Background: an optimization exercise with open tools, aiming at small area, a short achievable clock period and few clock cycles per item. Do not read the settings as production practice. Where RTL was checked, it was by simulation tests only, not by an equivalence proof against the original. For runs 3 and 4, only the layout was checked, not whether the RTL still works. Power and IR drop assume default switching activity.

[design/flow/config.mk]
export PLATFORM = sky130hd
export DESIGN_NAME = ela_stream_deinterlacer
export DESIGN_NICKNAME = ela_stream_deinterlacer
export VERILOG_FILES = /design/flow/design.v
export SDC_FILE = /design/flow/constraint.sdc
export NUM_CORES = 4
export LEC_CHECK = 0
export CAP_MARGIN = 20
export CORE_MARGIN = 2
export CORE_UTILIZATION = 65
export CTS_BUF_LIST = sky130_fd_sc_hd__clkbuf_8
export SETUP_SLACK_MARGIN = 0.5
export SLEW_MARGIN = 20
[design/flow/constraint.sdc]
create_clock -name core_clock -period 12.0 [get_ports {clk}]
set_input_delay 2.4000 -clock core_clock [delete_from_list [all_inputs] [get_ports {clk}]]
set_output_delay 2.4000 -clock core_clock [all_outputs]
set_load 0.01 [all_outputs]
[design/flow/design.v]
module ela_stream_deinterlacer #(
  parameter int unsigned IMG_W  = 128,
  parameter int unsigned IMG_H  = 64,
  parameter int unsigned PIX_W  = 8,
  parameter int unsigned ADDR_W = 13
) (
  input  logic              clk,
  input  logic              rst,
  input  logic              ready,
  input  logic [1:0]        mode,
  input  logic [PIX_W-1:0]  in_data,
  output logic              req,
  output logic              wen,
  output logic [ADDR_W-1:0] addr,
  output logic [PIX_W-1:0]  data_wr,
  output logic              busy,
  output logic              done
);
  localparam int unsigned PW  = PIX_W;
  localparam int unsigned NW  = IMG_W;           
  localparam int unsigned TP  = NW - 3;          
  localparam int unsigned TI  = NW - 1;          
  localparam int unsigned M0  = 2;               
  localparam int unsigned SA  = TP - M0;         
  localparam logic [6:0]  D0  = 7'(128 - M0);    
  localparam int unsigned QN  = 8;               
  localparam logic [3:0]  TH  = 4'd6;            
  localparam logic [3:0]  THR = 4'd4;            
  localparam logic [2:0] S_INIT = 3'd0, S_RECV = 3'd1, S_XFER = 3'd2, S_B = 3'd3, S_L = 3'd4,
                         S_END = 3'd5;
  logic [2:0] st;
  logic [4:0] rin;           
  logic [6:0] kin;           
  logic       deliv;
  logic [6:0] kq;            
  logic       arr_q;
  logic [PW-1:0] in_q;
  logic       reqwant, committed, bad0, ins_last;
  logic [6:0] col, dph;
  logic [3:0] cnt;
  logic [1:0] mode_q;
  logic [PW*NW-1:0]     frg;    
  logic [PW*(NW+1)-1:0] rch;    
  logic [PW*QN-1:0] qf;
  logic [3:0]       wp, rp;
  logic          v1, ela1;
  logic [PW-1:0] a1, s1a, s3a, df1, df2, df3;
  function automatic logic [PW-1:0] avg2(input logic [PW-1:0] a, input logic [PW-1:0] b);
    logic [PW:0] s;
    s = {1'b0, a} + {1'b0, b};
    avg2 = s[PW:1];
  endfunction
  function automatic logic [PW-1:0] absdiff(input logic [PW-1:0] a, input logic [PW-1:0] b);
    absdiff = (a > b) ? (a - b) : (b - a);
  endfunction
  logic [PW-1:0] um1, uc, up1, dm1, dc, dp1;
  assign up1 = frg[PW*(TP-1) +: PW];
  assign uc  = frg[PW*TP +: PW];
  assign um1 = frg[PW*(TP+1) +: PW];
  assign dp1 = rch[PW*(NW-2) +: PW];
  assign dc  = rch[PW*(NW-1) +: PW];
  assign dm1 = rch[PW*NW +: PW];
  logic phase_ok, ev_x, ev_b, ev_l, ev, sh, ins, item, a0ins, accept, set_req, reqwant_n, pop;
  assign phase_ok = (dph == 7'd0);
  assign ev_x  = (st == S_XFER) && phase_ok;
  assign ev_b  = (st == S_B) && phase_ok && (committed || (cnt <= TH));
  assign ev_l  = (st == S_L) && phase_ok && (cnt <= TH);
  assign ev    = ev_x | ev_b | ev_l;
  assign sh    = arr_q | ev_x | ev_b;
  assign ins   = ((ev_x | ev_b) && (col != 7'd0)) || ins_last;
  assign item  = arr_q | ev_b | ev_l;
  assign a0ins = arr_q && (rin == 5'd0);
  assign accept = req && ready;
  assign pop   = ready && (wp != rp);
  always_comb begin
    set_req = 1'b0;
    if (st == S_INIT) set_req = 1'b1;
    if (arr_q && (kq == 7'd127) && (rin == 5'd0) && !bad0) set_req = 1'b1;
    if (ev_x && (col == 7'd127)) set_req = 1'b1;
    if (ev_b && (col == 7'd125) && (rin != 5'd31) && (cnt <= THR)) set_req = 1'b1;
    if (ev_b && (col == 7'd127) && (rin != 5'd31) && !committed) set_req = 1'b1;
  end
  assign reqwant_n = (reqwant && !accept) || set_req;
  always_ff @(posedge clk) begin
    for (int i = 0; i < NW; i++) begin
      if (i == 0)
        frg[PW*i +: PW] <= frg[PW*(NW-1) +: PW];
      else if (i == TI && ins)
        frg[PW*i +: PW] <= dm1;
      else if (i == SA && a0ins)
        frg[PW*i +: PW] <= in_q;
      else
        frg[PW*i +: PW] <= frg[PW*(i-1) +: PW];
    end
  end
  always_ff @(posedge clk) begin
    if (sh) rch <= {rch[PW*NW-1:0], in_q};
  end
  always_ff @(posedge clk) begin
    mode_q <= mode;
    in_q   <= in_data;
  end
  always_ff @(posedge clk) begin
    if (arr_q) a1 <= in_q;
    else if (ev_l || (mode_q == 2'd2)) a1 <= uc;
    else a1 <= avg2(uc, dc);
    ela1 <= ev_b && (mode_q == 2'd1) && (col != 7'd0) && (col != 7'd127);
    df1  <= absdiff(um1, dp1);
    df2  <= absdiff(uc, dc);
    df3  <= absdiff(up1, dm1);
    s1a  <= avg2(um1, dp1);
    s3a  <= avg2(up1, dm1);
  end
  logic [PW-1:0] res;
  always_comb begin
    res = a1;
    if (ela1 && !((df2 <= df1) && (df2 <= df3))) res = (df1 <= df3) ? s1a : s3a;
  end
  always_ff @(posedge clk) begin
    if (v1) qf[PW*wp[2:0] +: PW] <= res;
    data_wr <= qf[PW*rp[2:0] +: PW];
  end
  logic [ADDR_W-1:0] addr_n;
  always_comb begin
    addr_n = addr + 1'b1;
    if (addr[6:0] == 7'd127) begin
      if (addr[12:7] == 6'd0) addr_n = {6'd2, 7'd0};
      else if (!addr[7]) addr_n = {addr[12:7] - 6'd1, 7'd0};
      else if (addr[12:7] == 6'd61) addr_n = {6'd63, 7'd0};
      else addr_n = {addr[12:7] + 6'd3, 7'd0};
    end
  end
  always_ff @(posedge clk) begin
    if (rst) begin
      st        <= S_INIT;
      rin       <= '0;
      kin       <= '0;
      deliv     <= 1'b0;
      kq        <= '0;
      arr_q     <= 1'b0;
      reqwant   <= 1'b0;
      committed <= 1'b0;
      bad0      <= 1'b0;
      ins_last  <= 1'b0;
      col       <= '0;
      dph       <= '0;
      cnt       <= '0;
      wp        <= '0;
      rp        <= '0;
      v1        <= 1'b0;
      req       <= 1'b0;
      wen       <= 1'b0;
      addr      <= '0;
      busy      <= 1'b0;
      done      <= 1'b0;
    end else begin
      reqwant <= reqwant_n;
      req     <= reqwant_n && ready;
      arr_q   <= deliv && ready;
      if (accept) begin
        deliv <= 1'b1;
        kin   <= '0;
      end else if (deliv && ready) begin
        kin <= kin + 1'b1;
        if (kin == 7'd127) deliv <= 1'b0;
      end
      if (deliv && !ready && (kin != 7'd0) && (rin == 5'd0)) bad0 <= 1'b1;
      v1  <= item;
      cnt <= cnt + {3'd0, item} - {3'd0, pop};
      if (v1) wp <= wp + 1'b1;
      if (pop) rp <= rp + 1'b1;
      wen <= pop;
      if (wen) addr <= addr_n;
      if (wen && (addr == 13'd8191)) begin
        done <= 1'b1;
        busy <= 1'b0;
      end
      if (a0ins && (kq == 7'd0)) dph <= D0;
      else if (!ev) dph <= dph + 1'b1;
      if (ev) col <= col + 1'b1;
      ins_last <= (ev_x || ev_b) && (col == 7'd127);
      case (st)
        S_INIT: begin
          busy <= 1'b1;
          st   <= S_RECV;
        end
        S_RECV: begin
          if (arr_q) begin
            kq <= kq + 1'b1;
            if (kq == 7'd127) begin
              if (rin == 5'd0) begin
                if (bad0) st <= S_XFER;
                else rin <= 5'd1;
              end else begin
                st <= S_B;
              end
            end
          end
        end
        S_XFER: begin
          if (ev_x && (col == 7'd127)) begin
            st  <= S_RECV;
            rin <= 5'd1;
          end
        end
        S_B: begin
          if (ev_b && (col == 7'd125) && (rin != 5'd31) && (cnt <= THR)) committed <= 1'b1;
          if (ev_b && (col == 7'd127)) begin
            committed <= 1'b0;
            if (rin == 5'd31) begin
              st <= S_L;
            end else begin
              st  <= S_RECV;
              rin <= rin + 1'b1;
            end
          end
        end
        S_L: begin
          if (ev_l && (col == 7'd127)) st <= S_END;
        end
        default: ;
      endcase
    end
  end
endmodule
[design/flow/run.sh]
#!/bin/bash
# synth_recipe.tcl (not shown) runs the flow's synth.tcl, then flattens the netlist and writes it again
# the make line also repeats each setting of config.mk as NAME=value (left out here)
make -C /OpenROAD-flow-scripts/flow DESIGN_CONFIG=/design/flow/config.mk WORK_HOME=/design/flow/orfs CLKGATE_MAP_FILE= SYNTH_SCRIPT=/design/flow/synth_recipe.tcl finish
==> results of run 1 <==
[cell type report]
| type | count | area share (%) |
|---|---|---|
| Antenna cell | 2 | 0.006824 |
| Clock inverter | 195 | 1.479 |
| Clock buffer | 394 | 7.394 |
| Timing Repair Buffer | 59 | 0.7847 |
| Tap cell | 1287 | 2.196 |
| Multi-Input combinational cell | 1051 | 10.88 |
| Inverter | 126 | 0.6448 |
| Sequential cell | 2259 | 76.62 |
[layout by cell type, fill, tap and decap left out, types with 25 or more instances in the layout]
| master | netlist | layout |
|---|---|---|
| sky130_fd_sc_hd__ha_1 | 126 | 126 |
| sky130_fd_sc_hd__xor2_1 | 43 | 43 |
| sky130_fd_sc_hd__nor2_1 | 91 | 91 |
| sky130_fd_sc_hd__clkdlybuf4s50_1 | 0 | 36 |
| sky130_fd_sc_hd__xnor2_1 | 32 | 32 |
| sky130_fd_sc_hd__o211ai_1 | 72 | 72 |
| sky130_fd_sc_hd__mux2i_1 | 34 | 34 |
| sky130_fd_sc_hd__clkinv_2 | 0 | 27 |
| sky130_fd_sc_hd__inv_1 | 126 | 237 |
| sky130_fd_sc_hd__o21ai_0 | 39 | 39 |
| sky130_fd_sc_hd__a21o_1 | 29 | 28 |
| sky130_fd_sc_hd__clkinv_1 | 0 | 33 |
| sky130_fd_sc_hd__clkbuf_8 | 0 | 394 |
| sky130_fd_sc_hd__dfxtp_1 | 1163 | 1161 |
| sky130_fd_sc_hd__edfxtp_1 | 1096 | 1096 |
| sky130_fd_sc_hd__a21oi_1 | 75 | 74 |
| sky130_fd_sc_hd__nand4_1 | 87 | 87 |
| sky130_fd_sc_hd__nand2_1 | 81 | 81 |
| sky130_fd_sc_hd__nand3_1 | 25 | 25 |
| sky130_fd_sc_hd__a22oi_1 | 65 | 65 |
[per-layer routing]
layer	global-route usage, %	vias to the layer above
met3	4.016	240
met2	32.43	750
li1	-	13438
met4	9.536	2
met1	29.05	13964
met5	0	-
[stage by stage]
stage	instances	cell area (um2)
after floorplan	3522	64960
after global placement	4782	66820
after detailed placement	4782	66820
after CTS	5371	73330
after global routing	5373	73340
final	5373	73340
[cell families (layout without fill, tap and decap cells)]
group	count (synthesis)	in the layout	share of synthesized area, %
AO/OA/AOI/OAI	361	361	3.780
flip-flops	2259	2259	86.52
XOR/XNOR	75	75	1.011
adder cells (fa/ha/maj)	136	136	2.735
other	0	2	0
AND/OR/NAND/NOR	412	412	3.344
multiplexers	67	67	1.373
buffers and inverters	212	774	1.241
[state kept, by name, summed over array words and instances (netlist names), 13 cells and up]
| signal | cells |
|---|---|
| rch | 1032 |
| frg | 1024 |
| qf | 64 |
| addr | 13 |
[final timing paths]
kind,from,end,slack (ns),depth (start not counted)
max,wen$_SDFF_PP0_,wen,7.45,1
min,frg[160]$_DFF_P_,frg[168]$_DFF_P_,0.27,0
max reg2reg,dph[2]$_SDFFE_PP0P_,rch[921]$_DFFE_PP_,7.57,6
min reg2reg,frg[160]$_DFF_P_,frg[168]$_DFF_P_,0.27,0
[where the power goes]
part           switching [uW]  internal [uW]  leakage (uW)  total, uW
logic                     811            253       0.00377       1060
clock network            2720           3180       0.00376       5900
registers                 232           8930        0.0193       9160
total                    3760          12400        0.0269      16100
[worst register-to-register path, cell delays in order, from the launching register on]
cell                       delay (ns)
sky130_fd_sc_hd__dfxtp_1         0.35
sky130_fd_sc_hd__nor4_2          0.30
sky130_fd_sc_hd__nand3b_1        0.24
sky130_fd_sc_hd__or3_1           0.57
sky130_fd_sc_hd__nand2b_4        0.62
sky130_fd_sc_hd__buf_4           0.92
sky130_fd_sc_hd__buf_4           0.98
==> impl_table.tex, run 1 <==
\begin{tabular}{lr}
\hline
Metric & Value \\
\hline
\multicolumn{2}{l}{\textbf{Clock tree}} \\
Buffers inserted by post-CTS timing repair & 0 \\
Num CTS Buffers & 334 \\
Clock-pin slew of the registers on the worst-case setup and hold paths & 0.07 ns \\
Clock root buffer & sky130\_fd\_sc\_hd\_\_clkbuf\_8 \\
Maximum clock insertion buffer count & 4 \\
Worst skew pair latency & 0.95 ns \\
CTS tree & done \\
Hold-fix buffer count after cts & 0 \\
Quantity of gates resized following cts & 0 \\
H-tree depth & 5 \\
\# clock sinks & 2259 \\
\multicolumn{2}{l}{\textbf{Yosys}} \\
Syn Area/Cell & 18.44 um2 \\
Number of flops mapped to enable cells by yosys & 1096 \\
Top\_reg\_cell synth & sky130\_fd\_sc\_hd\_\_dfxtp\_1 \\
Synth async-reset ratio & 0\% \\
Syn Inst Count & 3522 \\
Synthesized net count & 3671 \\
Proportion of netlist area held by the largest area contributor & 50.67\% \\
Cell with the most instances after synthesis & sky130\_fd\_sc\_hd\_\_dfxtp\_1 \\
Synthesized area & 64950 um2 \\
Flop and latch count out of synthesis & 2259 \\
Synth cell count leaders & 1163 x sky130\_fd\_sc\_hd\_\_dfxtp\_1, 1096 x sky130\_fd\_sc\_hd\_\_edfxtp\_1, 126 x sky130\_fd\_sc\_hd\_\_ha\_1, 126 x sky130\_fd\_sc\_hd\_\_inv\_1, 91 x sky130\_fd\_sc\_hd\_\_nor2\_1 \\
Yosys warns & 1 \\
Cell taking the most area after synthesis & sky130\_fd\_sc\_hd\_\_edfxtp\_1 \\
Ranking of synthesized cells by area & sky130\_fd\_sc\_hd\_\_edfxtp\_1 51\%, sky130\_fd\_sc\_hd\_\_dfxtp\_1 36\%, sky130\_fd\_sc\_hd\_\_ha\_1 2.4\% \\
Distinct cell type count of the synthesized netlist & 66 \\
Post-synthesis sequential area ratio & 86.52\% \\
\multicolumn{2}{l}{\textbf{Route}} \\
Total vias in the final route & 28.39k \\
Top sig layer & met5 \\
Length of routed wiring on met1 & 47.39 mm \\
Final wirelength & 104.7 mm \\
Via density & 5.285 \\
Antenna Nets Post-Route & 0 \\
Routed length on met3 & 4.705 mm \\
DRT Pass-1 Iters & 7 \\
Number of remaining DRC errors & 0 \\
DRC marker count from the first detailed-route iteration & 2233 \\
Routed len/inst & 19.49 um \\
Met2 wire length & 49.44 mm \\
\multicolumn{2}{l}{\textbf{Final layout}} \\
Count of filler cells inserted in the layout & 5401 \\
Count of nets after finishing & 3980 \\
Area of the multi-input gates & 7976 um2 \\
Post-layout util & 74.30\% \\
Register area & 56200 um2 \\
Layout cells sized above 1 & 13.03\% \\
Area added between synthesis and finish & 12.92\% \\
\multicolumn{2}{l}{\textbf{STA}} \\
Count of endpoints failing hold in the final timing report & 0 \\
Final critical path time including I/O delays and setup & 4.552 ns \\
Remaining max-slew budget at the tightest pin & 29.25\% \\
Final setup fails & 0 \\
Maximum achievable frequency & 219.7 MHz \\
Skew final & 0.07251 ns \\
Final critical-path setup slack & 7.448 ns \\
Max Transition Viols Final & 0 \\
Share of the cycle needed by the critical path after routing & 37.94\% \\
RSZ-0062 raised after global routing & false \\
Worst Max-Slew Pin Slew & 1.061 ns \\
Worst hold slack across all endpoints & 0.2651 ns \\
Final-layout setup total negative slack & 0 ns \\
\multicolumn{2}{l}{\textbf{Placed design}} \\
RD Place Congestion & 0.8672 \\
IO buf count & 37 \\
Worst Setup Slack post-DPL & 7.443 ns \\
Half-perimeter wire length of the detailed placement result & 55.91 mm \\
\multicolumn{2}{l}{\textbf{Critical path}} \\
Worst path buffer plus inverter count & 1 \\
Worst Path Arrival & 2.15 ns \\
Kind of launch point of the worst setup path & flop \\
Family with the most delay on the worst path & buffers and inverters \\
Kind of critical path & reg2out \\
Slowest stage cell on the critical path & sky130\_fd\_sc\_hd\_\_clkdlybuf4s50\_1 \\
Sequence of cells on the critical path & clkdlybuf4s50\_1 \\
Largest stage delay on the critical path & 0.64 ns \\
Kind of end point of the critical path & primary output \\
Largest fanout of any net on the critical path & 12 \\
WP data required & 9.60 ns \\
\multicolumn{2}{l}{\textbf{Run status}} \\
Status & no timing/DRC/antenna violations \\
\multicolumn{2}{l}{\textbf{Floorplanning}} \\
I/O pin count & 38 \\
Die area & 102500 um2 \\
Starting utilization of the core area & 65.80\% \\
Width of the die & 320.1 um \\
Rows & 115 \\
DIE HEIGHT & 320.1 um \\
Placeable core region & 98710 um2 \\
\multicolumn{2}{l}{\textbf{Min path}} \\
Worst hold-check path type & reg2reg \\
\multicolumn{2}{l}{\textbf{Global routing}} \\
Wire length of the first global-routing pass & 165.0 mm \\
Via count of the first global-routing pass & 29.53k \\
Initial antenna violation count & 5 \\
Remaining global-route overflow & 0 \\
Maximum number of pins on one net before global-route repair & 202 \\
GRT Util Overall & 20.87\% \\
\multicolumn{2}{l}{\textbf{Pwr}} \\
Overall Power & 16120 uW \\
Pleak & 0.02688 uW \\
Highest ir drop seen on vdd & 0.2847 mV \\
Pwr Density & 219.8 nW/um2 \\
\multicolumn{2}{l}{\textbf{Run}} \\
Reported max-cap violation count & 0 \\
\hline
\end{tabular}
Testbench counts, summed over its fixed seeds: cycles 262,464, frames 32.
==> run 2, diff against run 1 <==
--- a/design/flow/config.mk
+++ b/design/flow/config.mk
@@ -7,7 +7,6 @@
 export LEC_CHECK = 0
 export CAP_MARGIN = 20
 export CORE_MARGIN = 2
-export CORE_UTILIZATION = 65
-export CTS_BUF_LIST = sky130_fd_sc_hd__clkbuf_8
+export CORE_UTILIZATION = 45
 export SETUP_SLACK_MARGIN = 0.5
 export SLEW_MARGIN = 20
==> run 2 against run 1 <==
Net effect:
- register-to-register slack better by 0.33 ns
- synthesized cell count did not move
- still clean on timing, DRC and antenna
- die area up 44%
- non-clock buffer count shrank 3
- flip-flop and latch count is the same
- maximum frequency shrank 0.88%
- highest routed layer is now met4
==> impl_table.tex, run 2 <==
\begin{tabular}{lr}
\hline
Metric & Value \\
\hline
\multicolumn{2}{l}{\textbf{Min path}} \\
Worst hold-check path type & reg2reg \\
\multicolumn{2}{l}{\textbf{Clock tree}} \\
Quantity of gates resized following cts & 0 (unchanged) \\
Maximum clock insertion buffer count & 3 (-1) \\
H-tree depth & 4 (-1) \\
Buffers inserted by post-CTS timing repair & 0 (unchanged) \\
\# clock sinks & 2259 (unchanged) \\
Clock root buffer & sky130\_fd\_sc\_hd\_\_clkbuf\_16 \\
Hold-fix buffer count after cts & 0 (unchanged) \\
Num CTS Buffers & 206 (-38\%) \\
Clock-pin slew of the registers on the worst-case setup and hold paths & 0.06 ns (about the same) \\
Worst skew pair latency & 0.81 ns (-0.14 ns) \\
CTS tree & done \\
\multicolumn{2}{l}{\textbf{Global routing}} \\
Initial antenna violation count & 4 (-1) \\
Remaining global-route overflow & 0 (unchanged) \\
Wire length of the first global-routing pass & 148.1 mm (-10\%) \\
Maximum number of pins on one net before global-route repair & 211 (+4.5\%) \\
Via count of the first global-routing pass & 26.57k (-10\%) \\
GRT Util Overall & 12.67\% (-8.2 points) \\
\multicolumn{2}{l}{\textbf{Floorplanning}} \\
Width of the die & 383.9 um (+20\%) \\
I/O pin count & 38 (unchanged) \\
Placeable core region & 143500 um2 (+45\%) \\
Die area & 147400 um2 (+44\%) \\
Rows & 139 (+21\%) \\
Starting utilization of the core area & 45.27\% (-21 points) \\
DIE HEIGHT & 383.9 um (+20\%) \\
\multicolumn{2}{l}{\textbf{Final layout}} \\
Area of the multi-input gates & 7976 um2 (unchanged) \\
Register area & 56200 um2 (about the same) \\
Register ranked first by flip-flop count & rch \\
Count of nets after finishing & 3849 (-3.3\%) \\
Area added between synthesis and finish & 14.81\% \\
Layout cells sized above 1 & 10.65\% (-2.4 points) \\
Count of filler cells inserted in the layout & 11.36k (+110\%) \\
Number of flip-flops under the largest register name & 1032 (unchanged) \\
Highest-count cells in the layout ignoring fill and taps & 1160 x sky130\_fd\_sc\_hd\_\_dfxtp\_1, 1096 x sky130\_fd\_sc\_hd\_\_edfxtp\_1, 223 x sky130\_fd\_sc\_hd\_\_clkbuf\_16 \\
Post-route cell area & 74570 um2 (+1.7\%) \\
Most frequent standard cell in the layout excluding fill and tap cells & sky130\_fd\_sc\_hd\_\_dfxtp\_1 \\
Antenna diode count & 0 (-2) \\
\multicolumn{2}{l}{\textbf{STA}} \\
Maximum achievable frequency & 217.7 MHz (-0.88\%) \\
Max Transition Viols Final & 0 (unchanged) \\
Final-layout setup total negative slack & 0 ns (unchanged) \\
RSZ-0062 raised after global routing & false \\
Worst Max-Slew Pin Slew & 1.046 ns (-0.01563 ns) \\
Skew final & 0.03596 ns (-0.03655 ns) \\
Final setup fails & 0 (unchanged) \\
Remaining max-slew budget at the tightest pin & 30.29\% (+1.0 points) \\
Share of the cycle needed by the critical path after routing & 38.27\% (+0.34 points) \\
Final critical path time including I/O delays and setup & 4.593 ns (+0.04023 ns) \\
Count of endpoints failing hold in the final timing report & 0 (unchanged) \\
\multicolumn{2}{l}{\textbf{Pwr}} \\
Pwr Density & 223.5 nW/um2 (+1.7\%) \\
Pleak & 0.02657 uW (-1.2\%) \\
Highest ir drop seen on vdd & 0.1718 mV (-40\%) \\
\multicolumn{2}{l}{\textbf{Yosys}} \\
Flop and latch count out of synthesis & 2259 (unchanged) \\
Ranking of synthesized cells by area & sky130\_fd\_sc\_hd\_\_edfxtp\_1 51\%, sky130\_fd\_sc\_hd\_\_dfxtp\_1 36\%, sky130\_fd\_sc\_hd\_\_ha\_1 2.4\% \\
Cell with the most instances after synthesis & sky130\_fd\_sc\_hd\_\_dfxtp\_1 \\
Distinct cell type count of the synthesized netlist & 66 (unchanged) \\
Synthesized area & 64950 um2 (unchanged) \\
Top\_reg\_cell synth & sky130\_fd\_sc\_hd\_\_dfxtp\_1 \\
Synthesized net count & 3671 (unchanged) \\
Cell taking the most area after synthesis & sky130\_fd\_sc\_hd\_\_edfxtp\_1 \\
Post-synthesis sequential area ratio & 86.52\% (unchanged) \\
Synth async-reset ratio & 0\% (unchanged) \\
Synth cell count leaders & 1163 x sky130\_fd\_sc\_hd\_\_dfxtp\_1, 1096 x sky130\_fd\_sc\_hd\_\_edfxtp\_1, 126 x sky130\_fd\_sc\_hd\_\_ha\_1, 126 x sky130\_fd\_sc\_hd\_\_inv\_1, 91 x sky130\_fd\_sc\_hd\_\_nor2\_1 \\
Yosys warns & 1 (unchanged) \\
Proportion of netlist area held by the largest area contributor & 50.67\% (unchanged) \\
Syn Area/Cell & 18.44 um2 (unchanged) \\
Number of flops mapped to enable cells by yosys & 1096 (unchanged) \\
Syn Inst Count & 3522 (unchanged) \\
\multicolumn{2}{l}{\textbf{Critical path}} \\
Kind of critical path & reg2out \\
Sequence of cells on the critical path & clkdlybuf4s50\_1 \\
Family with the most delay on the worst path & buffers and inverters \\
Largest fanout of any net on the critical path & 12 (unchanged) \\
Kind of launch point of the worst setup path & flop \\
Worst Path Arrival & 2.19 ns (+0.04 ns) \\
WP data required & 9.60 ns (about the same) \\
Worst path buffer plus inverter count & 1 (unchanged) \\
Largest stage delay on the critical path & 0.72 ns (+0.08 ns) \\
Kind of end point of the critical path & primary output \\
Slowest stage cell on the critical path & sky130\_fd\_sc\_hd\_\_clkdlybuf4s50\_1 \\
\multicolumn{2}{l}{\textbf{Run}} \\
Reported max-cap violation count & 0 (unchanged) \\
\multicolumn{2}{l}{\textbf{Route}} \\
Routed len/inst & 16.17 um (-17\%) \\
Number of remaining DRC errors & 0 (unchanged) \\
Final wirelength & 93.46 mm (-11\%) \\
Antenna Nets Post-Route & 0 (unchanged) \\
DRT Pass-1 Iters & 5 (-2) \\
DRC marker count from the first detailed-route iteration & 2348 (+5.2\%) \\
Via density & 4.739 (-10\%) \\
Total vias in the final route & 27.40k (-3.5\%) \\
\multicolumn{2}{l}{\textbf{Run status}} \\
Status & no timing/DRC/antenna violations \\
\multicolumn{2}{l}{\textbf{Placed design}} \\
Half-perimeter wire length of the detailed placement result & 48.94 mm (-12\%) \\
RD Place Congestion & 0.8372 (-3.5\%) \\
IO buf count & 37 (unchanged) \\
Area after DPL & 67580 um2 (+1.1\%) \\
\hline
\end{tabular}
run 2: kinds of logic after synthesis:
family | after synthesis | share of synthesized area (%)
xor+xnor | 75 | 1.011
mux | 67 | 1.373
simple gates | 412 | 3.344
flops | 2259 | 86.52
compound gates | 361 | 3.780
fa+ha+maj | 136 | 2.735
buf+inv | 212 | 1.241
run 2: path summary, 6_finish.rpt:
check	startpoint	to	slack, ns	depth (start not counted)
setup / recovery	wen$_SDFF_PP0_	wen	7.41	1
hold / removal	frg[25]$_DFF_P_	frg[33]$_DFF_P_	0.30	0
setup reg to reg	dph[2]$_SDFFE_PP0P_	rch[603]$_DFFE_PP_	7.90	6
hold reg to reg	frg[25]$_DFF_P_	frg[33]$_DFF_P_	0.30	0
run 2: through the flow:
step | hold WS (ns) | setup WS, ns | std cells | total power [uW] | utilization, %
after floorplan | 0.3096 | 3.144 | 3522 | 10210 | -
after global placement | 0.3101 | 7.405 | 5395 | 10310 | 47.10
after detailed placement | 0.3121 | 7.426 | 5395 | 10330 | 47.10
after CTS | 0.3064 | 7.267 | 5781 | 16900 | 51.97
after global routing | 0.3194 | 7.267 | 5781 | 17360 | 51.97
final | 0.3001 | 7.407 | 5781 | 16670 | 51.97
run 2: worst register-to-register path, cell delays in order (launching register included):
cell	delay, ns
sky130_fd_sc_hd__dfxtp_1	0.34
sky130_fd_sc_hd__nor4_2	0.28
sky130_fd_sc_hd__nand3b_1	0.21
sky130_fd_sc_hd__or3_1	0.50
sky130_fd_sc_hd__nand2b_4	0.68
sky130_fd_sc_hd__buf_12	0.66
sky130_fd_sc_hd__buf_12	0.93
run 2: where the power goes:
group	switching (uW)	internal (uW)
clock network	2760	3730
logic	784	251
registers	213	8930
total	3760	12900
run 2: routing by layer:
layer / global-route usage, % / up-vias / share of wire [%]
met5: 0 / - / 0
met2: 17.19 / 620 / 42
met3: 3.000 / 216 / 5.4
met4: 5.490 / 0 / 3.1
li1: - / 13142 / -
met1: 19.29 / 13418 / 50
run 2: layout make-up:
class                           instances  share of cell area, %
Multi-Input combinational cell       1051                  10.70
Clock inverter                         94                  1.114
Clock buffer                          292                  8.251
Tap cell                             1903                  3.193
Sequential cell                      2259                  75.36
Timing Repair Buffer                   56                 0.7533
Inverter                              126                 0.6342
==> run 3, diff against run 2 <==
--- a/design/flow/design.v
+++ b/design/flow/design.v
@@ -23,26 +23,29 @@
   localparam int unsigned M0  = 2;               
   localparam int unsigned SA  = TP - M0;         
   localparam logic [6:0]  D0  = 7'(128 - M0);    
-  localparam int unsigned QN  = 8;               
-  localparam logic [3:0]  TH  = 4'd6;            
-  localparam logic [3:0]  THR = 4'd4;            
+  localparam int unsigned QB  = 3;               
+  localparam int unsigned QN  = 1 << QB;
+  localparam logic [3:0]  TH  = 4'(QN - 1);      
+  localparam logic [3:0]  THR = 4'(QN - 2);      
   localparam logic [2:0] S_INIT = 3'd0, S_RECV = 3'd1, S_XFER = 3'd2, S_B = 3'd3, S_L = 3'd4,
                          S_END = 3'd5;
   logic [2:0] st;
   logic [4:0] rin;           
   logic [6:0] kin;           
   logic       deliv;
-  logic [6:0] kq;            
   logic       arr_q;
   logic [PW-1:0] in_q;
   logic       reqwant, committed, bad0, ins_last;
+  logic       req_i;         
+  logic       lastw;         
+  logic [ADDR_W-1:0] addr_c;   
   logic [6:0] col, dph;
   logic [3:0] cnt;
   logic [1:0] mode_q;
   logic [PW*NW-1:0]     frg;    
   logic [PW*(NW+1)-1:0] rch;    
   logic [PW*QN-1:0] qf;
-  logic [3:0]       wp, rp;
+  logic [QB:0]      wp, rp;
   logic          v1, ela1;
   logic [PW-1:0] a1, s1a, s3a, df1, df2, df3;
   function automatic logic [PW-1:0] avg2(input logic [PW-1:0] a, input logic [PW-1:0] b);
@@ -70,12 +73,12 @@
   assign ins   = ((ev_x | ev_b) && (col != 7'd0)) || ins_last;
   assign item  = arr_q | ev_b | ev_l;
   assign a0ins = arr_q && (rin == 5'd0);
-  assign accept = req && ready;
+  assign accept = req_i && ready;
   assign pop   = ready && (wp != rp);
   always_comb begin
     set_req = 1'b0;
     if (st == S_INIT) set_req = 1'b1;
-    if (arr_q && (kq == 7'd127) && (rin == 5'd0) && !bad0) set_req = 1'b1;
+    if (arr_q && !deliv && (rin == 5'd0) && !bad0) set_req = 1'b1;
     if (ev_x && (col == 7'd127)) set_req = 1'b1;
     if (ev_b && (col == 7'd125) && (rin != 5'd31) && (cnt <= THR)) set_req = 1'b1;
     if (ev_b && (col == 7'd127) && (rin != 5'd31) && !committed) set_req = 1'b1;
@@ -117,17 +120,18 @@
     if (ela1 && !((df2 <= df1) && (df2 <= df3))) res = (df1 <= df3) ? s1a : s3a;
   end
   always_ff @(posedge clk) begin
-    if (v1) qf[PW*wp[2:0] +: PW] <= res;
-    data_wr <= qf[PW*rp[2:0] +: PW];
+    if (v1) qf[PW*wp[QB-1:0] +: PW] <= res;
+    data_wr <= qf[PW*rp[QB-1:0] +: PW];
+    addr    <= addr_c;
   end
   logic [ADDR_W-1:0] addr_n;
   always_comb begin
-    addr_n = addr + 1'b1;
-    if (addr[6:0] == 7'd127) begin
-      if (addr[12:7] == 6'd0) addr_n = {6'd2, 7'd0};
-      else if (!addr[7]) addr_n = {addr[12:7] - 6'd1, 7'd0};
-      else if (addr[12:7] == 6'd61) addr_n = {6'd63, 7'd0};
-      else addr_n = {addr[12:7] + 6'd3, 7'd0};
+    addr_n = addr_c + 1'b1;
+    if (addr_c[6:0] == 7'd127) begin
+      if (addr_c[12:7] == 6'd0) addr_n = {6'd2, 7'd0};
+      else if (!addr_c[7]) addr_n = {addr_c[12:7] - 6'd1, 7'd0};
+      else if (addr_c[12:7] == 6'd61) addr_n = {6'd63, 7'd0};
+      else addr_n = {addr_c[12:7] + 6'd3, 7'd0};
     end
   end
   always_ff @(posedge clk) begin
@@ -136,7 +140,6 @@
       rin       <= '0;
       kin       <= '0;
       deliv     <= 1'b0;
-      kq        <= '0;
       arr_q     <= 1'b0;
       reqwant   <= 1'b0;
       committed <= 1'b0;
@@ -149,13 +152,16 @@
       rp        <= '0;
       v1        <= 1'b0;
       req       <= 1'b0;
+      req_i     <= 1'b0;
       wen       <= 1'b0;
-      addr      <= '0;
+      addr_c    <= '0;
+      lastw     <= 1'b0;
       busy      <= 1'b0;
       done      <= 1'b0;
     end else begin
       reqwant <= reqwant_n;
       req     <= reqwant_n && ready;
+      req_i   <= reqwant_n && ready;
       arr_q   <= deliv && ready;
       if (accept) begin
         deliv <= 1'b1;
@@ -169,13 +175,14 @@
       cnt <= cnt + {3'd0, item} - {3'd0, pop};
       if (v1) wp <= wp + 1'b1;
       if (pop) rp <= rp + 1'b1;
-      wen <= pop;
-      if (wen) addr <= addr_n;
-      if (wen && (addr == 13'd8191)) begin
+      wen   <= pop;
+      if (pop) addr_c <= addr_n;
+      lastw <= pop && (addr_c == 13'd8191);
+      if (lastw) begin
         done <= 1'b1;
         busy <= 1'b0;
       end
-      if (a0ins && (kq == 7'd0)) dph <= D0;
+      if (a0ins && (kin == 7'd1)) dph <= D0;
       else if (!ev) dph <= dph + 1'b1;
       if (ev) col <= col + 1'b1;
       ins_last <= (ev_x || ev_b) && (col == 7'd127);
@@ -186,8 +193,7 @@
         end
         S_RECV: begin
           if (arr_q) begin
-            kq <= kq + 1'b1;
-            if (kq == 7'd127) begin
+            if (!deliv) begin
               if (rin == 5'd0) begin
                 if (bad0) st <= S_XFER;
                 else rin <= 5'd1;
--- a/design/flow/config.mk
+++ b/design/flow/config.mk
@@ -5,8 +5,12 @@
 export SDC_FILE = /design/flow/constraint.sdc
 export NUM_CORES = 4
 export LEC_CHECK = 0
+export ABC_AREA = 1
 export CAP_MARGIN = 20
 export CORE_MARGIN = 2
-export CORE_UTILIZATION = 45
+export CORE_UTILIZATION = 70
+export CTS_BUF_LIST = sky130_fd_sc_hd__clkbuf_16 sky130_fd_sc_hd__clkbuf_8
+export CTS_CLUSTER_DIAMETER = 60
+export CTS_CLUSTER_SIZE = 30
 export SETUP_SLACK_MARGIN = 0.5
 export SLEW_MARGIN = 20
==> run 3 against run 2 <==
Net effect:
- wire length rose by 37%
- clock-buffer cell count is 166 lower
- sequential power rose by 1%
- critical path type is now reg2reg
- highest routed layer is now met5
==> impl_table.tex, run 3 <==
\begin{tabular}{lr}
\hline
Metric & Value \\
\hline
\multicolumn{2}{l}{\textbf{Pwr}} \\
Pleak & 0.02376 uW (-11\%) \\
Highest ir drop seen on vdd & 0.2886 mV (+68\%) \\
Part of the total power dissipated in the clock network & 31.7\% (-7.3 points) \\
Switching power & 3717 uW (-1.2\%) \\
Overall Power & 14980 uW (-10\%) \\
Switching portion of total power & 24.80\% (+2.2 points) \\
Logic pwr share & 6.6\% (+0.4 points) \\
Sequential group share of total power & 61.7\% (+6.9 points) \\
Pwr Density & 213.0 nW/um2 (-4.7\%) \\
Int Power & 11270 uW (-13\%) \\
\multicolumn{2}{l}{\textbf{Yosys}} \\
Synth async-reset ratio & 0\% (unchanged) \\
Synth cell count leaders & 1170 x sky130\_fd\_sc\_hd\_\_dfxtp\_1, 1096 x sky130\_fd\_sc\_hd\_\_edfxtp\_1, 349 x sky130\_fd\_sc\_hd\_\_nand2\_1 \\
Syn Area/Cell & 17.38 um2 (-5.8\%) \\
Top\_reg\_cell synth & sky130\_fd\_sc\_hd\_\_dfxtp\_1 \\
Ranking of synthesized cells by area & sky130\_fd\_sc\_hd\_\_edfxtp\_1 51\%, sky130\_fd\_sc\_hd\_\_dfxtp\_1 36\%, sky130\_fd\_sc\_hd\_\_ha\_1 2.4\% \\
Cell taking the most area after synthesis & sky130\_fd\_sc\_hd\_\_edfxtp\_1 \\
Number of flops mapped to enable cells by yosys & 1096 (unchanged) \\
Yosys warns & 1 (unchanged) \\
Post-synthesis sequential area ratio & 87.39\% (+0.88 points) \\
Syn Inst Count & 3709 (+5.3\%) \\
Synthesized net count & 3855 (+5.0\%) \\
Distinct cell type count of the synthesized netlist & 51 (-23\%) \\
Flop and latch count out of synthesis & 2266 (+0.31\%) \\
Proportion of netlist area held by the largest area contributor & 51.06\% (+0.39 points) \\
Synthesized area & 64460 um2 (-0.76\%) \\
Cell with the most instances after synthesis & sky130\_fd\_sc\_hd\_\_dfxtp\_1 \\
\multicolumn{2}{l}{\textbf{Final layout}} \\
Count of nets after finishing & 3964 (+3.0\%) \\
Area added between synthesis and finish & 9.101\% \\
Number of flip-flops under the largest register name & 1032 (unchanged) \\
Register ranked first by flip-flop count & rch \\
Layout cells sized above 1 & 6.803\% (-3.8 points) \\
Antenna diode count & 0 (unchanged) \\
Count of filler cells inserted in the layout & 4596 (-60\%) \\
Most frequent standard cell in the layout excluding fill and tap cells & sky130\_fd\_sc\_hd\_\_dfxtp\_1 \\
Highest-count cells in the layout ignoring fill and taps & 1169 x sky130\_fd\_sc\_hd\_\_dfxtp\_1, 1096 x sky130\_fd\_sc\_hd\_\_edfxtp\_1, 348 x sky130\_fd\_sc\_hd\_\_nand2\_1 \\
\multicolumn{2}{l}{\textbf{STA}} \\
Maximum achievable frequency & 197.0 MHz (-9.5\%) \\
Max Transition Viols Final & 0 (unchanged) \\
Final critical path time including I/O delays and setup & 5.076 ns (+0.4834 ns) \\
RSZ-0062 raised after global routing & false \\
Share of the cycle needed by the critical path after routing & 42.30\% (+4.0 points) \\
Worst Max-Slew Pin Slew & 1.137 ns (+0.09094 ns) \\
Final-layout setup total negative slack & 0 ns (unchanged) \\
Count of endpoints failing hold in the final timing report & 0 (unchanged) \\
Remaining max-slew budget at the tightest pin & 24.23\% (-6.1 points) \\
Final setup fails & 0 (unchanged) \\
Skew final & 0.05980 ns (+0.02384 ns) \\
Final critical-path setup slack & 6.924 ns (-0.4834 ns) \\
\multicolumn{2}{l}{\textbf{Critical path}} \\
Slowest stage cell on the critical path & sky130\_fd\_sc\_hd\_\_nor2\_1 \\
Largest fanout of any net on the critical path & 41 (+29) \\
Worst Path Arrival & 5.53 ns (+3.34 ns) \\
Kind of critical path & reg2reg \\
WP data required & 12.45 ns (+2.85 ns) \\
Sequence of cells on the critical path & buf\_4 > clkinv\_1 > ha\_1 > ha\_1 > clkinv\_1 > nor2\_1 > nand3\_1 > nand2\_1 > o21ai\_1 \\
Kind of launch point of the worst setup path & flop \\
Kind of end point of the critical path & flop \\
Largest stage delay on the critical path & 0.81 ns (+0.09 ns) \\
\multicolumn{2}{l}{\textbf{Route}} \\
Via density & 5.690 (+20\%) \\
Routed len/inst & 25.16 um (+56\%) \\
DRC marker count from the first detailed-route iteration & 3369 (+43\%) \\
Number of remaining DRC errors & 0 (unchanged) \\
Final wirelength & 128.2 mm (+37\%) \\
Total vias in the final route & 29.00k (+5.8\%) \\
Antenna Nets Post-Route & 0 (unchanged) \\
DRT Pass-1 Iters & 5 (unchanged) \\
\multicolumn{2}{l}{\textbf{Min path}} \\
Worst hold-check path type & reg2reg \\
\multicolumn{2}{l}{\textbf{Clock tree}} \\
Num CTS Buffers & 111 (-46\%) \\
Quantity of gates resized following cts & 0 (unchanged) \\
Clock-pin slew of the registers on the worst-case setup and hold paths & 0.10 ns (+0.04 ns) \\
CTS tree & done \\
\# clock sinks & 2266 (+0.31\%) \\
Buffers inserted by post-CTS timing repair & 0 (unchanged) \\
H-tree depth & 3 (-1) \\
Clock root buffer & sky130\_fd\_sc\_hd\_\_clkbuf\_16 \\
Maximum clock insertion buffer count & 3 (unchanged) \\
Hold-fix buffer count after cts & 0 (unchanged) \\
Worst skew pair latency & 0.76 ns (-0.05 ns) \\
\multicolumn{2}{l}{\textbf{Run}} \\
Reported max-cap violation count & 0 (unchanged) \\
\multicolumn{2}{l}{\textbf{Global routing}} \\
GRT Util Overall & 27.54\% (+15 points) \\
Via count of the first global-routing pass & 29.35k (+10\%) \\
Initial antenna violation count & 4 (unchanged) \\
Maximum number of pins on one net before global-route repair & 224 (+6.2\%) \\
Wire length of the first global-routing pass & 190.7 mm (+29\%) \\
Remaining global-route overflow & 0 (unchanged) \\
\multicolumn{2}{l}{\textbf{Placed design}} \\
IO buf count & 37 (unchanged) \\
Worst Setup Slack post-DPL & 7.006 ns (-0.4191 ns) \\
Half-perimeter wire length of the detailed placement result & 65.72 mm (+34\%) \\
RD Place Congestion & 0.8617 (+2.9\%) \\
\multicolumn{2}{l}{\textbf{Floorplanning}} \\
Width of the die & 307.5 um (-20\%) \\
Starting utilization of the core area & 70.43\% (+25 points) \\
Die area & 94530 um2 (-36\%) \\
I/O pin count & 38 (unchanged) \\
DIE HEIGHT & 307.5 um (-20\%) \\
Placeable core region & 91520 um2 (-36\%) \\
Rows & 111 (-20\%) \\
\multicolumn{2}{l}{\textbf{Run status}} \\
Status & no timing/DRC/antenna violations \\
\hline
\end{tabular}
-- run 3: cell types whose count changed in the layout (fill, tap and decap cells not counted), moves of 37 or more --
cell                        previous run  this run
sky130_fd_sc_hd__o211ai_1             72         8
sky130_fd_sc_hd__a22oi_1              65         0
sky130_fd_sc_hd__clkbuf_1             37         0
sky130_fd_sc_hd__clkbuf_16           223       117
sky130_fd_sc_hd__inv_1               127       220
sky130_fd_sc_hd__nand2_1              81       348
sky130_fd_sc_hd__o21ai_0              39       132
-- run 3: kinds of logic (layout without fill, tap and decap cells) --
group	Yosys count	after routing	share of synthesized area, %
adders and majority gates	133	133	2.698
DFF	2266	2266	87.39
xor gates and xnor gates	60	60	0.8152
AOI/OAI and AO/OA	322	322	2.789
and+or+nand+nor	653	653	4.620
buffers and inverters	275	476	1.687
-- run 3: power groups by stage --
stage          registers [uW]  logic (uW)  clock network, uW
6_report                 9250         982               4750
5_1_grt                  9290        1080               5070
4_1_cts                  9260         965               4820
3_5_place_dp             9370         946                  0
3_3_place_gp             9340         890                  0
2_1_floorplan            9640         659                  0
-- run 3: final timing paths --
kind         cells past startpoint  slack, ns          startpoint                to
min                              0       0.31     frg[25]$_DFF_P_   frg[33]$_DFF_P_
max reg2reg                      9       6.92  wp[0]$_SDFFE_PP0P_  qf[35]$_DFFE_PP_
min reg2reg                      0       0.31     frg[25]$_DFF_P_   frg[33]$_DFF_P_
max                              9       6.92  wp[0]$_SDFFE_PP0P_  qf[35]$_DFFE_PP_
-- run 3: area by class of cell --
class | count | area (um2) | share of cell area [%]
clock buffer | 126 | 3052 | 4.339
clock inverter | 79 | 1042 | 1.482
inverter | 220 | 825.8 | 1.174
multi-input combinational | 1168 | 7062 | 10.04
sequential | 2266 | 56340 | 80.10
tap | 1186 | 1484 | 2.110
timing repair buffer | 51 | 528.0 | 0.7508
-- run 3: critical path: cells and delay by family, from the launching register on --
kind	cells	cell delay, ns
flip-flops	1	0.31
AO/OA/AOI/OAI	1	0.08
AND/OR/NAND/NOR	3	1.45
adder cells (fa/ha/maj)	2	1.19
buffers and inverters	3	1.76
-- run 3: stage by stage --
| stage | cell area [um2] | utilization (%) | std cells | hold WS, ns |
|---|---|---|---|---|
| 2_1_floorplan | 64470 | - | 3709 | 0.3096 |
| 3_3_place_gp | 66190 | 72.32 | 4890 | 0.3096 |
| 3_5_place_dp | 66190 | 72.32 | 4890 | 0.3121 |
| 4_1_cts | 70290 | 76.80 | 5095 | 0.3094 |
| 5_1_grt | 70330 | 76.84 | 5096 | 0.3176 |
| 6_report | 70330 | 76.84 | 5096 | 0.3150 |
-- run 3: per-layer routing --
layer	global-route usage, %	vias up	wire, um
li1	-	13022	-
met1	37.32	14379	51890
met2	45.65	1252	63060
met3	4.535	341	7723
met4	10.32	2	5459
met5	0	-	82
==> run 4, diff against run 3 <==
--- a/design/flow/design.v
+++ b/design/flow/design.v
@@ -25,8 +25,8 @@
   localparam logic [6:0]  D0  = 7'(128 - M0);    
   localparam int unsigned QB  = 3;               
   localparam int unsigned QN  = 1 << QB;
-  localparam logic [3:0]  TH  = 4'(QN - 1);      
-  localparam logic [3:0]  THR = 4'(QN - 2);      
+  localparam logic [QB:0] TH  = (QB+1)'(QN - 1);   
+  localparam logic [QB:0] THR = (QB+1)'(QN - 3);   
   localparam logic [2:0] S_INIT = 3'd0, S_RECV = 3'd1, S_XFER = 3'd2, S_B = 3'd3, S_L = 3'd4,
                          S_END = 3'd5;
   logic [2:0] st;
@@ -40,14 +40,12 @@
   logic       lastw;         
   logic [ADDR_W-1:0] addr_c;   
   logic [6:0] col, dph;
-  logic [3:0] cnt;
+  logic [QB:0] cnt;
   logic [1:0] mode_q;
   logic [PW*NW-1:0]     frg;    
   logic [PW*(NW+1)-1:0] rch;    
   logic [PW*QN-1:0] qf;
   logic [QB:0]      wp, rp;
-  logic          v1, ela1;
-  logic [PW-1:0] a1, s1a, s3a, df1, df2, df3;
   function automatic logic [PW-1:0] avg2(input logic [PW-1:0] a, input logic [PW-1:0] b);
     logic [PW:0] s;
     s = {1'b0, a} + {1'b0, b};
@@ -103,24 +101,21 @@
     mode_q <= mode;
     in_q   <= in_data;
   end
-  always_ff @(posedge clk) begin
-    if (arr_q) a1 <= in_q;
-    else if (ev_l || (mode_q == 2'd2)) a1 <= uc;
-    else a1 <= avg2(uc, dc);
-    ela1 <= ev_b && (mode_q == 2'd1) && (col != 7'd0) && (col != 7'd127);
-    df1  <= absdiff(um1, dp1);
-    df2  <= absdiff(uc, dc);
-    df3  <= absdiff(up1, dm1);
-    s1a  <= avg2(um1, dp1);
-    s3a  <= avg2(up1, dm1);
-  end
-  logic [PW-1:0] res;
+  logic [PW-1:0] df1, df2, df3, res;
+  logic          ela;
   always_comb begin
-    res = a1;
-    if (ela1 && !((df2 <= df1) && (df2 <= df3))) res = (df1 <= df3) ? s1a : s3a;
-  end
-  always_ff @(posedge clk) begin
-    if (v1) qf[PW*wp[QB-1:0] +: PW] <= res;
+    df1 = absdiff(um1, dp1);
+    df2 = absdiff(uc, dc);
+    df3 = absdiff(up1, dm1);
+    ela = (st == S_B) && (mode_q == 2'd1) && (col != 7'd0) && (col != 7'd127);
+    if (arr_q) res = in_q;
+    else if ((st == S_L) || (mode_q == 2'd2)) res = uc;
+    else if (ela && !((df2 <= df1) && (df2 <= df3))) res = (df1 <= df3) ? avg2(um1, dp1) : avg2(up1, dm1);
+    else res = avg2(uc, dc);
+  end
+  assign cnt = wp - rp;
+  always_ff @(posedge clk) begin
+    if (item) qf[PW*wp[QB-1:0] +: PW] <= res;
     data_wr <= qf[PW*rp[QB-1:0] +: PW];
     addr    <= addr_c;
   end
@@ -147,10 +142,8 @@
       ins_last  <= 1'b0;
       col       <= '0;
       dph       <= '0;
-      cnt       <= '0;
       wp        <= '0;
       rp        <= '0;
-      v1        <= 1'b0;
       req       <= 1'b0;
       req_i     <= 1'b0;
       wen       <= 1'b0;
@@ -171,9 +164,7 @@
         if (kin == 7'd127) deliv <= 1'b0;
       end
       if (deliv && !ready && (kin != 7'd0) && (rin == 5'd0)) bad0 <= 1'b1;
-      v1  <= item;
-      cnt <= cnt + {3'd0, item} - {3'd0, pop};
-      if (v1) wp <= wp + 1'b1;
+      if (item) wp <= wp + 1'b1;
       if (pop) rp <= rp + 1'b1;
       wen   <= pop;
       if (pop) addr_c <= addr_n;
==> design/flow/flow/run.sh (new file) <==
#!/bin/bash
set -euo pipefail
MARGIN=$(cat flow/margin.txt 2>/dev/null || echo 8)
bash standard.sh SETUP_SLACK_MARGIN="$MARGIN" \
  "BUFFER_PORTS_ARGS=-buffer_cell sky130_fd_sc_hd__buf_2" finish > flow_make.log 2>&1
==> design/flow/flow/margin.txt (new file) <==
8.2
==> design/flow/standard.sh (new file) <==
#!/bin/bash
# synth_recipe.tcl (not shown) runs the flow's synth.tcl, then flattens the netlist and writes it again
# the make line also repeats each setting of config.mk as NAME=value (left out here)
make -C /OpenROAD-flow-scripts/flow DESIGN_CONFIG=/design/flow/config.mk WORK_HOME=/design/flow/orfs CLKGATE_MAP_FILE= SYNTH_SCRIPT=/design/flow/synth_recipe.tcl "${@:-finish}"
--- a/design/flow/config.mk
+++ b/design/flow/config.mk
@@ -10,7 +10,6 @@
 export CORE_MARGIN = 2
 export CORE_UTILIZATION = 70
 export CTS_BUF_LIST = sky130_fd_sc_hd__clkbuf_16 sky130_fd_sc_hd__clkbuf_8
-export CTS_CLUSTER_DIAMETER = 60
-export CTS_CLUSTER_SIZE = 30
-export SETUP_SLACK_MARGIN = 0.5
+export CTS_CLUSTER_DIAMETER = 50
+export CTS_CLUSTER_SIZE = 25
 export SLEW_MARGIN = 20
removed: design/flow/run.sh
==> run 4 against run 3 <==
Net effect:
- sequential share of layout area decreased by 2.5 points
- largest power group unchanged
- clock skew increased by 0.0025 ns
- global-route usage decreased by 1.7 points
- via count decreased by 1.5%
- flip-flop and latch count decreased by 54
- first-iteration DRC count decreased by 3.9%
- synthesized area decreased by 1.8%
- clock power increased by 9.5%
- sequential power decreased by 0.5%
- register-to-register slack improved by 0.28 ns
==> impl_table.tex, run 4 <==
\begin{tabular}{lr}
\hline
Metric & Value \\
\hline
\multicolumn{2}{l}{\textbf{Run status}} \\
Status & no timing/DRC/antenna violations \\
\multicolumn{2}{l}{\textbf{Critical path}} \\
Largest stage delay on the critical path & 0.44 ns (-0.37 ns) \\
Worst R2R Path Depth & 31 (+22) \\
Kind of end point of the critical path & flop \\
Stages on the worst setup path & 31 (+22) \\
Worst path buffer plus inverter count & 4 (+1) \\
R2r setup slk & 7.20 ns (+0.28 ns) \\
End point of the critical path & qf[60]\$\_DFFE\_PP\_ \\
Kind of critical path & reg2reg \\
R2R Path Start & rch[1016]\$\_DFFE\_PP\_ \\
WP data required & 12.60 ns (+0.15 ns) \\
Worst Setup SP & rch[1016]\$\_DFFE\_PP\_ \\
Worst Path Arrival & 5.40 ns (-0.13 ns) \\
Kind of launch point of the worst setup path & flop \\
Cell mode on critical path & sky130\_fd\_sc\_hd\_\_nand2\_2 \\
Capture point of the worst reg-to-reg path & qf[60]\$\_DFFE\_PP\_ \\
Family with the most delay on the worst path & simple AND/OR/NAND/NOR gates \\
Largest fanout of any net on the critical path & 6 (-85\%) \\
Slowest stage cell on the critical path & sky130\_fd\_sc\_hd\_\_edfxtp\_1 \\
\multicolumn{2}{l}{\textbf{Floorplanning}} \\
I/O pin count & 38 (unchanged) \\
Width of the die & 304.7 um (-0.90\%) \\
Die area & 92830 um2 (-1.8\%) \\
DIE HEIGHT & 304.7 um (-0.90\%) \\
Rows & 110 (-0.90\%) \\
Starting utilization of the core area & 70.42\% (about the same) \\
Placeable core region & 89870 um2 (-1.8\%) \\
\multicolumn{2}{l}{\textbf{Clock tree}} \\
Clock-pin slew of the registers on the worst-case setup and hold paths & 0.09 ns (about the same) \\
Worst skew pair latency & 0.79 ns (+0.03 ns) \\
Clock root buffer & sky130\_fd\_sc\_hd\_\_clkbuf\_16 \\
Maximum clock insertion buffer count & 3 (unchanged) \\
\# clock sinks & 2212 (-2.4\%) \\
Num CTS Buffers & 135 (+22\%) \\
CTS tree & done \\
Hold-fix buffer count after cts & 0 (unchanged) \\
H-tree depth & 4 (+1) \\
\multicolumn{2}{l}{\textbf{Route}} \\
Final wirelength & 122.8 mm (-4.3\%) \\
Antenna Nets Post-Route & 0 (unchanged) \\
Number of remaining DRC errors & 0 (unchanged) \\
Routed len/inst & 23.94 um (-4.9\%) \\
Total vias in the final route & 28.56k (-1.5\%) \\
Via density & 5.569 (-2.1\%) \\
DRT Pass-1 Iters & 6 (+1) \\
DRC marker count from the first detailed-route iteration & 3236 (-3.9\%) \\
\multicolumn{2}{l}{\textbf{STA}} \\
Maximum achievable frequency & 208.4 MHz (+5.8\%) \\
Remaining max-slew budget at the tightest pin & 37.39\% (+13 points) \\
Final critical path time including I/O delays and setup & 4.799 ns (-0.2773 ns) \\
Final setup fails & 0 (unchanged) \\
Max Transition Viols Final & 0 (unchanged) \\
Skew final & 0.06234 ns (+0.002546 ns) \\
Share of the cycle needed by the critical path after routing & 39.99\% (-2.3 points) \\
Count of endpoints failing hold in the final timing report & 0 (unchanged) \\
Final-layout setup total negative slack & 0 ns (unchanged) \\
Worst Max-Slew Pin Slew & 0.9382 ns (-0.1983 ns) \\
Worst hold slack across all endpoints & 0.3093 ns (-0.005670 ns) \\
RSZ-0062 raised after global routing & true \\
\multicolumn{2}{l}{\textbf{Global routing}} \\
Met2 track utilization from global routing & 43.53\% (-2.1 points) \\
Met3 track demand over resource & 4.332\% (-0.20 points) \\
Initial antenna violation count & 6 (+2) \\
Wire length of the first global-routing pass & 178.9 mm (-6.2\%) \\
Fraction of met1 tracks used by global routing & 34.89\% (-2.4 points) \\
Remaining global-route overflow & 0 (unchanged) \\
Maximum number of pins on one net before global-route repair & 219 (-2.2\%) \\
Via count of the first global-routing pass & 29.23k (-0.41\%) \\
Most Used Layer, Global Route & met2 \\
GRT Util Overall & 25.86\% (-1.7 points) \\
\multicolumn{2}{l}{\textbf{Placed design}} \\
IO buf count & 37 (unchanged) \\
RD Place Congestion & 0.8685 (+0.79\%) \\
Half-perimeter wire length of the detailed placement result & 55.07 mm (-16\%) \\
\multicolumn{2}{l}{\textbf{Pwr}} \\
Part of the total power dissipated in the clock network & 32.2\% (+0.5 points) \\
Sequential group share of total power & 56.9\% (-4.8 points) \\
Pwr Density & 226.9 nW/um2 (+6.5\%) \\
Pleak & 0.02417 uW (+1.8\%) \\
Logic pwr share & 10.9\% (+4.3 points) \\
Highest ir drop seen on vdd & 0.2098 mV (-27\%) \\
Switching power & 4297 uW (+16\%) \\
Switching portion of total power & 26.60\% (+1.8 points) \\
Int Power & 11860 uW (+5.3\%) \\
\multicolumn{2}{l}{\textbf{Yosys}} \\
Synth async-reset ratio & 0\% (unchanged) \\
Syn Area/Cell & 17.50 um2 (+0.70\%) \\
Cell with the most instances after synthesis & sky130\_fd\_sc\_hd\_\_dfxtp\_1 \\
Synthesized net count & 3755 (-2.6\%) \\
Top\_reg\_cell synth & sky130\_fd\_sc\_hd\_\_dfxtp\_1 \\
Number of flops mapped to enable cells by yosys & 1096 (unchanged) \\
Flop and latch count out of synthesis & 2212 (-2.4\%) \\
Synth cell count leaders & 1116 x sky130\_fd\_sc\_hd\_\_dfxtp\_1, 1096 x sky130\_fd\_sc\_hd\_\_edfxtp\_1, 325 x sky130\_fd\_sc\_hd\_\_nand2\_1 \\
Syn Inst Count & 3616 (-2.5\%) \\
Synthesized area & 63290 um2 (-1.8\%) \\
Cell taking the most area after synthesis & sky130\_fd\_sc\_hd\_\_edfxtp\_1 \\
Ranking of synthesized cells by area & sky130\_fd\_sc\_hd\_\_edfxtp\_1 52\%, sky130\_fd\_sc\_hd\_\_dfxtp\_1 35\%, sky130\_fd\_sc\_hd\_\_ha\_1 2.3\% \\
Yosys warns & 1 (unchanged) \\
Post-synthesis sequential area ratio & 87.30\% (-0.088 points) \\
Distinct cell type count of the synthesized netlist & 54 (+5.9\%) \\
Proportion of netlist area held by the largest area contributor & 52.00\% (+0.95 points) \\
\multicolumn{2}{l}{\textbf{Run}} \\
Reported max-cap violation count & 0 (unchanged) \\
\multicolumn{2}{l}{\textbf{Min path}} \\
Worst hold-check path type & reg2reg \\
\multicolumn{2}{l}{\textbf{Final layout}} \\
Area added between synthesis and finish & 12.50\% \\
Register area & 55270 um2 (-1.9\%) \\
Area of the multi-input gates & 7700 um2 (+9.0\%) \\
Register ranked first by flip-flop count & rch \\
Layout cells sized above 1 & 14.76\% (+8.0 points) \\
Count of nets after finishing & 3984 (+0.50\%) \\
Count of filler cells inserted in the layout & 4485 (-2.4\%) \\
Highest-count cells in the layout ignoring fill and taps & 1107 x sky130\_fd\_sc\_hd\_\_dfxtp\_1, 1096 x sky130\_fd\_sc\_hd\_\_edfxtp\_1, 300 x sky130\_fd\_sc\_hd\_\_nand2\_1 \\
Most frequent standard cell in the layout excluding fill and tap cells & sky130\_fd\_sc\_hd\_\_dfxtp\_1 \\
Number of flip-flops under the largest register name & 1032 (unchanged) \\
\hline
\end{tabular}
-- run 4: cell count changes after synthesis, moves of 15 or more --
cell,change
sky130_fd_sc_hd__nand3_1,+58
sky130_fd_sc_hd__nand2_2,+15
sky130_fd_sc_hd__dfxtp_1,-54
sky130_fd_sc_hd__nand2_1,-24
sky130_fd_sc_hd__nand4_1,-44
sky130_fd_sc_hd__inv_1,+16
sky130_fd_sc_hd__nor2_4,+19
sky130_fd_sc_hd__o21ai_0,-39
-- run 4: worst min-delay path by stage --
stage                                  from                to  cells after the start
after global routing       frg[519]$_DFF_P_  frg[527]$_DFF_P_                      0
after floorplan           frg[1016]$_DFF_P_    frg[0]$_DFF_P_                      0
after CTS                  frg[519]$_DFF_P_  frg[527]$_DFF_P_                      0
after global placement     frg[772]$_DFF_P_  frg[780]$_DFF_P_                      0
after detailed placement   frg[184]$_DFF_P_  frg[192]$_DFF_P_                      0
final                      frg[519]$_DFF_P_  frg[527]$_DFF_P_                      0
-- run 4: worst reg2reg max path, delay by kind of cell, from the launching register on --
kind                     cells  cell delay (ns)
flip-flops                   1             0.44
XOR/XNOR                     1             0.27
multiplexers                 1             0.27
buffers and inverters        4             0.43
AO/OA/AOI/OAI                4             0.60
adder cells (fa/ha/maj)      3             0.84
AND/OR/NAND/NOR             18             1.78
-- run 4: stage by stage --
stage	util [%]	area [um2]	total power, uW	setup WS, ns	cells
floorplan	-	63500	10520	5.916	3616
global placement	72.31	64980	10730	6.403	4794
detailed placement	72.31	64980	10820	6.220	4794
CTS	78.72	70750	16080	7.321	5105
global route	79.22	71190	16680	7.003	5126
finish	79.22	71200	16160	7.201	5128
-- run 4: repair_timing --
action / CTS / global route
endpoints found under the setup margin: 1170 / 874
gates cloned: 3 / 2
endpoints found under the hold margin: 0 / 0
pin swaps: 63 / 61
resized for setup: 109 / 55
buffers inserted: 67 / 17
-- run 4: metal layers --
metal  wire length [um]  up-vias
met2              62570     1082
met3               7012      229
met1              49890    14296
met5                 33        -
li1                   -    12944
met4               3237        6
-- run 4: cell type report --
cell class	instances	area share [%]
sequential	2212	77.63
multi-input combinational	1131	10.81
clock buffer	149	5.158
tap	1176	2.067
timing repair buffer	135	1.643
clock inverter	92	1.437
inverter	229	1.237
antenna	3	0.01054
timing repair inverter	1	0.007029
-- run 4: power groups by stage --
stage                     Combinational, uW  Sequential, uW  Clock [uW]
after detailed placement               1520            9310           0
after floorplan                        1110            9410           0
after global routing                   1920            9250        5510
after CTS                              1650            9190        5240
after global placement                 1450            9280           0
final                                  1760            9200        5200
-- run 4: cell families (layout without fill, tap and decap cells) --
family | after synthesis | in the layout | synth area share, %
AO/OA/AOI/OAI | 280 | 280 | 2.509
XOR/XNOR | 53 | 53 | 0.7335
adder cells (fa/ha/maj) | 126 | 126 | 2.610
buffers and inverters | 274 | 606 | 1.722
flip-flops | 2212 | 2212 | 87.30
multiplexers | 4 | 4 | 0.06327
other | 0 | 3 | 0
AND/OR/NAND/NOR | 667 | 668 | 5.059

## afterwards: timing with drivers on the ports
Ports are ideal in the flow. The routed layouts listed here were re-timed in OpenROAD. Step 1 assumes that a clkbuf_16 drives the clock port and a buf_2 every other input. Step 2, shift: input delay + t, output delay - t, t = (earliest + latest rising clock arrival at the registers) / 2. This alone moves slack from input paths to output paths. a / b / c = ideal / step 1 / step 2; a / b = the first two.
| run | t (ns) | setup WS [ns] | hold WS [ns] | clock arrival spread, ns | cell pins on the clock port's net |
|---|---|---|---|---|---|
| run 1 | 0.973 | 7.448 / 7.380 / 7.348 | 0.265 / 0.265 / 0.265 | 0.098 / 0.098 | 1 |
| run 2 | 0.861 | 7.407 / 7.334 / 7.366 | 0.300 / 0.300 / 0.300 | 0.040 / 0.040 | 1 |
| run 3 | 0.803 | 6.924 / 6.924 / 6.852 | 0.315 / 0.315 / 0.315 | 0.064 / 0.064 | 1 |
| run 4 | 0.839 | 7.201 / 7.201 / 7.201 | 0.309 / 0.309 / 0.309 | 0.065 / 0.065 | 1 |
After both steps setup and hold are still met in every run listed. The setup slack of run 1, which loses most, moves by -0.068 ns with the drivers and by -0.100 ns with both steps.
